What follows belongs to an exercise in optimizing a design on an open flow for small area, a short achievable clock period and few clock cycles; a production flow would make more cautious choices. The RTL was checked by simulation tests, not by an equivalence proof against the original design. No activity file was given, so power comes from the tool's default toggle rates.

## JK
Design calc_top, start of the top module:
module calc_top (
	input  logic                        c_clk,
	input  logic                        rst_n,
	input  logic [calc_pkg::CMD_W-1:0]  req1_cmd,
	input  logic [calc_pkg::DATA_W-1:0] req1_data,
	input  logic [calc_pkg::CMD_W-1:0]  req2_cmd,
	input  logic [calc_pkg::DATA_W-1:0] req2_data,
	input  logic [calc_pkg::CMD_W-1:0]  req3_cmd,
	input  logic [calc_pkg::DATA_W-1:0] req3_data,
	input  logic [calc_pkg::CMD_W-1:0]  req4_cmd,
	input  logic [calc_pkg::DATA_W-1:0] req4_data,
	output logic [calc_pkg::RESP_W-1:0] resp1,
	output logic [calc_pkg::DATA_W-1:0] data1,
	output logic [calc_pkg::RESP_W-1:0] resp2,
	output logic [calc_pkg::DATA_W-1:0] data2,
	output logic [calc_pkg::RESP_W-1:0] resp3,
	output logic [calc_pkg::DATA_W-1:0] data3,
	output logic [calc_pkg::RESP_W-1:0] resp4,
	output logic [calc_pkg::DATA_W-1:0] data4
);
	port_front u_p1 (.c_clk, .rst_n, .cmd(req1_cmd), .data(req1_data), .resp(resp1), .resp_data(data1));
	port_front u_p2 (.c_clk, .rst_n, .cmd(req2_cmd), .data(req2_data), .resp(resp2), .resp_data(data2));
	port_front u_p3 (.c_clk, .rst_n, .cmd(req3_cmd), .data(req3_data), .resp(resp3), .resp_data(data3));
	port_front u_p4 (.c_clk, .rst_n, .cmd(req4_cmd), .data(req4_data), .resp(resp4), .resp_data(data4));
endmodule
==> module out_slice, before the edit <==
module out_slice (
	input  logic       c_clk,
	input  logic       rst_n,
	input  logic       fwd_d,
	input  logic       rev_d,
	input  logic [7:0] acc_n,
	input  logic [0:7] acc_n_rev,
	output logic [7:0] y
);
	logic fwd, rev, fwd_n, rev_n;
	always_ff @(posedge c_clk or negedge rst_n) begin
		if (!rst_n) begin
			fwd <= 1'b0;
			rev <= 1'b0;
		end else begin
			fwd <= fwd_d;
			rev <= rev_d;
		end
	end
	cell_inv u_fn (.a(fwd), .y(fwd_n));
	cell_inv u_rn (.a(rev), .y(rev_n));
	for (genvar i = 0; i < 8; i++) begin : g_bit
		cell_o22ai u_o (.a1(fwd_n), .a2(acc_n[i]), .b1(rev_n), .b2(acc_n_rev[i]), .y(y[i]));
	end
endmodule
export LEC_CHECK = 0
export CAP_MARGIN = 20
export CORE_MARGIN = 2
export CORE_UTILIZATION = 40
export SETUP_SLACK_MARGIN = 2.2
export SLEW_MARGIN = 20
export SYNTH_HIERARCHICAL = 1
export TNS_END_PERCENT = 0
export BUFFER_PORTS_ARGS = -buffer_cell sky130_fd_sc_hd__buf_1
export PRE_FLOORPLAN_TCL = /design/flow/flow/downsize.tcl
create_clock -name core_clock -period 4.4 [get_ports {c_clk}]
standard.sh (not shown) runs the stock make flow with config.mk's settings and CLKGATE_MAP_FILE= SYNTH_SCRIPT=/design/flow/synth_recipe.tcl, a recipe that flattens the netlist after the stock synthesis.
==> flow/flow/run.sh <==
#!/bin/bash
# The standard layout with two changes to how it is made:
# - the ports are buffered by buf_1 instead of the default clkdlybuf4s50_1
#   delay cell (every port still gets its own buffer);
# - before floorplanning, combinational cells that synthesis sized up are set
#   back to their smallest size (flow/downsize.tcl); the resizer sizes up
#   again where timing needs it.
set -e
cp standard.sh standard.sh.log
{
	echo "export BUFFER_PORTS_ARGS = -buffer_cell sky130_fd_sc_hd__buf_1"
	echo "export PRE_FLOORPLAN_TCL = $(pwd)/flow/downsize.tcl"
} >> config.mk
export BUFFER_PORTS_ARGS="-buffer_cell sky130_fd_sc_hd__buf_1"
export PRE_FLOORPLAN_TCL="$(pwd)/flow/downsize.tcl"
bash standard.sh > standard.log 2>&1
==> flow/flow/downsize.tcl <==
# Before floorplanning: set every combinational cell that synthesis sized up
# back to the smallest cell of its kind. The resizer sizes up again where
# timing needs it. Flip-flops, buffers and tie cells are left as they are.
set db [ord::get_db]
set lib_masters {}
foreach lib [$db getLibs] {
  foreach m [$lib getMasters] {
    dict set lib_masters [$m getName] $m
  }
}
set n 0
foreach inst [[ord::get_db_block] getInsts] {
  set name [[$inst getMaster] getName]
  if { ![regexp {^(sky130_fd_sc_hd__)([a-z0-9]+)_([0-9]+)$} $name -> pre base size] } { continue }
  if { [regexp {^(df|edf|sdf|dl|buf|clkbuf|clkdly|dlygate|conb|tap|fill|decap|inv|clkinv)} $base] } { continue }
  set best ""
  set best_area 1e9
  foreach s {0 1 2 4} {
    set cand "${pre}${base}_$s"
    if { [dict exists $lib_masters $cand] } {
      set m [dict get $lib_masters $cand]
      set a [expr {[$m getWidth] * [$m getHeight]}]
      if { $a < $best_area } { set best $cand; set best_area $a }
    }
  }
  if { $best ne "" && $best ne $name } {
    replace_cell [$inst getName] $best
    incr n
  }
}
puts "downsize: $n cells set to their smallest size"
The final layout from JK, which completed every stage, passed the timing, design-rule and antenna checks at the end of the flow.
Testbench counts of JK, summed over its fixed seeds: cycles 2,408.
## Diff of input files: MS against JK
diff --git a/flow/design.v b/flow/design.v
--- a/flow/design.v
+++ b/flow/design.v
@@ -121,24 +121,22 @@
 	input  logic       fwd_d,
 	input  logic       rev_d,
 	input  logic [7:0] acc_n,
 	input  logic [0:7] acc_n_rev,
 	output logic [7:0] y
 );
-	logic fwd, rev, fwd_n, rev_n;
+	logic fwd_n, rev_n;
 	always_ff @(posedge c_clk or negedge rst_n) begin
 		if (!rst_n) begin
-			fwd <= 1'b0;
-			rev <= 1'b0;
+			fwd_n <= 1'b1;
+			rev_n <= 1'b1;
 		end else begin
-			fwd <= fwd_d;
-			rev <= rev_d;
+			fwd_n <= !fwd_d;
+			rev_n <= !rev_d;
 		end
 	end
-	cell_inv u_fn (.a(fwd), .y(fwd_n));
-	cell_inv u_rn (.a(rev), .y(rev_n));
 	for (genvar i = 0; i < 8; i++) begin : g_bit
 		cell_o22ai u_o (.a1(fwd_n), .a2(acc_n[i]), .b1(rev_n), .b2(acc_n_rev[i]), .y(y[i]));
 	end
 endmodule
 module xa_slice (
 	input  logic       c_clk,
==> notes.md <==
- Diff JK -> MS | slack of the critical path | increase of 0.0089 ns
- Multi-input logic portion of the cell area in MS is 0.37 points below JK.
- MS vs. JK: static leakage up about 0.9%, met2 global-route usage up 2.3 points.
- Summary of MS over JK: non-filler instance count after layout essentially unchanged, wire length after detailed routing went up by about 2.3%, power share of the combinational group decreased by 0.5 points relative to the old numbers, length in cells of the worst reg-to-reg path went up 1, met1 layer usage reported by global route moved up.
- Going from JK to MS, final design area excluding fillers now sits higher; post-CTS resize count up 52.
Testbench counts of MS, summed over its fixed seeds: cycles 2,408.

* * *

before:
calc_top, a different RTL version from the one above (not shown whole).
Size: roughly 2,900 cells after synthesis, roughly 280 I/O pins.
==> module port_front, before the edit <==
module port_front (
	input  logic                        c_clk,
	input  logic                        rst_n,
	input  logic [calc_pkg::CMD_W-1:0]  cmd,
	input  logic [calc_pkg::DATA_W-1:0] data,
	output logic [calc_pkg::RESP_W-1:0] resp,
	output logic [calc_pkg::DATA_W-1:0] resp_data
);
	localparam int DATA_W = calc_pkg::DATA_W;
	logic              opc;	 
	logic              k_sub, k_shl, k_shift, k_bad;	 
	logic [1:0]        rq;	 
	logic [DATA_W-1:0] acc;	 
	logic [DATA_W-1:0] acc_d;
	logic [DATA_W-1:0] sum;
	logic              cout;
	logic [DATA_W-1:0] shr_n;
	logic [DATA_W-1:0] xa;
	logic [DATA_W-1:0] xs;
	logic              in_shl, in_sub, fwd_in, rev_in;
	logic [DATA_W-1:0] xd;
	logic [DATA_W-1:0] prep_n;	 
	assign in_shl = (cmd == calc_pkg::CMD_SHL);
	assign in_sub = (cmd == calc_pkg::CMD_SUB);
	assign fwd_in = !opc && !in_shl;
	assign rev_in = !opc && in_shl;
	for (genvar i = 0; i < DATA_W; i++) begin : g_prep
		cell_xor2 u_x (.a(data[i]), .b(in_sub), .y(xd[i]));
		cell_a22oi u_p (.a1(xd[i]), .a2(fwd_in), .b1(data[DATA_W-1-i]), .b2(rev_in), .y(prep_n[i]));
	end
	for (genvar i = 0; i < DATA_W; i++) begin : g_xs
		cell_xor2 u_xa (.a(acc[i]), .b(k_sub), .y(xa[i]));
		cell_xor2 u_xs (.a(xa[i]), .b(data[i]), .y(xs[i]));
	end
	assign sum[0] = xs[0];
	add_sub_unit u_as (.a(acc), .b(data), .xs(xs), .res(sum[DATA_W-1:1]), .cout(cout));
	shift_unit u_sh (.a(acc), .sh(data[calc_pkg::SHAMT_W-1:0]), .res_n(shr_n));
	logic e_sum, e_shr_n;
	assign e_sum   = opc && !k_shift;
	assign e_shr_n = !(opc && k_shift);
	for (genvar i = 0; i < DATA_W; i++) begin : g_acc
		logic t;
		cell_a2bb2oi u_t (.a1_n(shr_n[i]), .a2_n(e_shr_n), .b1(sum[i]), .b2(e_sum), .y(t));
		cell_nand2 u_d (.a(t), .b(prep_n[i]), .y(acc_d[i]));
	end
	logic ovfl;
	assign ovfl = !k_shift && cout;
	always_ff @(posedge c_clk or negedge rst_n) begin
		if (!rst_n) begin
			opc   <= 1'b0;
			rq    <= calc_pkg::RESP_NONE;
		end else begin
			opc <= !opc && (cmd != calc_pkg::CMD_NOP);
			if (!opc)
				rq <= calc_pkg::RESP_NONE;
			else if (k_bad)
				rq <= calc_pkg::RESP_BAD_CMD;
			else if (ovfl)
				rq <= calc_pkg::RESP_OVFL;
			else
				rq <= calc_pkg::RESP_OK;
		end
	end
	always_ff @(posedge c_clk) begin
		k_sub   <= (cmd == calc_pkg::CMD_SUB);
		k_shl   <= (cmd == calc_pkg::CMD_SHL);
		k_shift <= (cmd == calc_pkg::CMD_SHL) || (cmd == calc_pkg::CMD_SHR);
		k_bad   <= (cmd != calc_pkg::CMD_ADD) && (cmd != calc_pkg::CMD_SUB) &&
		           (cmd != calc_pkg::CMD_SHL) && (cmd != calc_pkg::CMD_SHR);
		acc     <= acc_d;
	end
	logic g_fwd_d, g_rev_d;
	assign g_fwd_d = opc && !k_bad && !ovfl && !k_shl;
	assign g_rev_d = opc && !k_bad && k_shl;
	assign resp = rq;
	for (genvar s = 0; s < DATA_W / 8; s++) begin : g_out
		out_slice u_o (.c_clk, .rst_n, .fwd_d(g_fwd_d), .rev_d(g_rev_d),
			.acc(acc[8*s +: 8]), .acc_rev(acc[DATA_W-1-8*s -: 8]), .y(resp_data[8*s +: 8]));
	end
endmodule
==> module out_slice, before the edit <==
module out_slice (
	input  logic       c_clk,
	input  logic       rst_n,
	input  logic       fwd_d,
	input  logic       rev_d,
	input  logic [7:0] acc,
	input  logic [0:7] acc_rev,
	output logic [7:0] y
);
	logic fwd, rev;
	always_ff @(posedge c_clk or negedge rst_n) begin
		if (!rst_n) begin
			fwd <= 1'b0;
			rev <= 1'b0;
		end else begin
			fwd <= fwd_d;
			rev <= rev_d;
		end
	end
	for (genvar i = 0; i < 8; i++) begin : g_bit
		cell_a22o u_o (.a1(fwd), .a2(acc[i]), .b1(rev), .b2(acc_rev[i]), .y(y[i]));
	end
endmodule
==> flow/config.mk <==
export PLATFORM = sky130hd
export DESIGN_NAME = calc_top
export DESIGN_NICKNAME = calc_top
export VERILOG_FILES = /design/flow/design.v
export SDC_FILE = /design/flow/constraint.sdc
export NUM_CORES = 4
export LEC_CHECK = 0
export CAP_MARGIN = 20
export CORE_MARGIN = 2
export CORE_UTILIZATION = 40
export SETUP_SLACK_MARGIN = 2.0
export SLEW_MARGIN = 20
export SYNTH_HIERARCHICAL = 1
export BUFFER_PORTS_ARGS = -buffer_cell sky130_fd_sc_hd__buf_1
export PRE_FLOORPLAN_TCL = /design/flow/flow/downsize.tcl
==> flow/constraint.sdc <==
create_clock -name core_clock -period 4.4 [get_ports {c_clk}]
set_input_delay 0.8800 -clock core_clock [delete_from_list [all_inputs] [get_ports {c_clk}]]
set_output_delay 0.8800 -clock core_clock [all_outputs]
set_load 0.01 [all_outputs]
Scripts as last shown in full above: flow/flow/run.sh, flow/flow/downsize.tcl
Testbench counts of before, summed over its fixed seeds: cycles 2,408.
The inputs of after differ from those of before as listed below.
--- a/flow/design.v
+++ b/flow/design.v
@@ -52,29 +52,26 @@
 	logic [DATA_W-1:0] acc;	 
 	logic [DATA_W-1:0] acc_d;
 	logic [DATA_W-1:0] sum;
 	logic              cout;
 	logic [DATA_W-1:0] shr_n;
-	logic [DATA_W-1:0] xa;
+	logic [DATA_W-1:0] xa;	 
 	logic [DATA_W-1:0] xs;
-	logic              in_shl, in_sub, fwd_in, rev_in;
-	logic [DATA_W-1:0] xd;
+	logic              in_shl, fwd_in, rev_in;
 	logic [DATA_W-1:0] prep_n;	 
 	assign in_shl = (cmd == calc_pkg::CMD_SHL);
-	assign in_sub = (cmd == calc_pkg::CMD_SUB);
 	assign fwd_in = !opc && !in_shl;
 	assign rev_in = !opc && in_shl;
 	for (genvar i = 0; i < DATA_W; i++) begin : g_prep
-		cell_xor2 u_x (.a(data[i]), .b(in_sub), .y(xd[i]));
-		cell_a22oi u_p (.a1(xd[i]), .a2(fwd_in), .b1(data[DATA_W-1-i]), .b2(rev_in), .y(prep_n[i]));
+		cell_a22oi u_p (.a1(data[i]), .a2(fwd_in), .b1(data[DATA_W-1-i]), .b2(rev_in), .y(prep_n[i]));
 	end
 	for (genvar i = 0; i < DATA_W; i++) begin : g_xs
 		cell_xor2 u_xa (.a(acc[i]), .b(k_sub), .y(xa[i]));
-		cell_xor2 u_xs (.a(xa[i]), .b(data[i]), .y(xs[i]));
+		cell_xor2 u_xs (.a(acc[i]), .b(data[i]), .y(xs[i]));
 	end
 	assign sum[0] = xs[0];
-	add_sub_unit u_as (.a(acc), .b(data), .xs(xs), .res(sum[DATA_W-1:1]), .cout(cout));
+	add_sub_unit u_as (.a(xa), .b(data), .xs(xs), .res(sum[DATA_W-1:1]), .cout(cout));
 	shift_unit u_sh (.a(acc), .sh(data[calc_pkg::SHAMT_W-1:0]), .res_n(shr_n));
 	logic e_sum, e_shr_n;
 	assign e_sum   = opc && !k_shift;
 	assign e_shr_n = !(opc && k_shift);
 	for (genvar i = 0; i < DATA_W; i++) begin : g_acc
@@ -135,11 +132,14 @@
 			fwd <= fwd_d;
 			rev <= rev_d;
 		end
 	end
 	for (genvar i = 0; i < 8; i++) begin : g_bit
-		cell_a22o u_o (.a1(fwd), .a2(acc[i]), .b1(rev), .b2(acc_rev[i]), .y(y[i]));
+		logic f_n, r_n;
+		cell_nand2 u_f (.a(fwd), .b(acc[i]), .y(f_n));
+		cell_nand2 u_r (.a(rev), .b(acc_rev[i]), .y(r_n));
+		cell_nand2 u_o (.a(f_n), .b(r_n), .y(y[i]));
 	end
 endmodule
 `default_nettype wire
 `timescale 1ns/1ps
 `default_nettype none
## What came out
Detailed placement HPWL on after is down relative to before. after ends up with a initial antenna violation count that is 2 lower than in before. Of after and before, the run reporting the higher count of plain and timing-repair buffers in the layout was after. Looking at share of power burned in registers across after and before, the one that comes out higher is before. The final reports for after and before show weighted congestion reported at the end of routability-driven placement higher in the former. After detailed routing, before needs more wire than after. The most common cell after layout, fill and taps aside comes out sky130_fd_sc_hd__nand2_1 in one run and sky130_fd_sc_hd__mux2i_1 in the other, namely in after and before respectively.
Testbench counts of after, summed over its fixed seeds: cycles 2,408.

==> port drivers added, routing unchanged <==
No port has a modelled driver above. Below, the same layouts with a new extraction and two added sets of constraints. Step 1 sets driving cells, clkbuf_16 on the clock port and buf_2 on the other inputs (assumed; they add their load-dependent delay and slew). Step 2 times the ports against the registers' clock, not the clock port: input delays grow and output delays shrink by t, the midpoint of the rising clock arrivals with the driver on. Three values: ideal, step 1, step 2; two values: the first two.
run | shift t [ns] | slack for setup (ns) | worst register clock-pin slew, ns | worst slew at a driven data input, ns
JK | 0.567 | 1.933 / 1.875 / 1.421 | 0.09 / 0.09 | 0.11
MS | 0.536 | 1.942 / 1.942 / 1.488 | 0.08 / 0.08 | 0.11
before | 0.564 | 2.015 / 1.959 / 1.503 | 0.09 / 0.09 | 0.11
after | 0.556 | 1.917 / 1.917 / 1.512 | 0.08 / 0.08 | 0.10
After both steps every run listed still meets setup and hold.
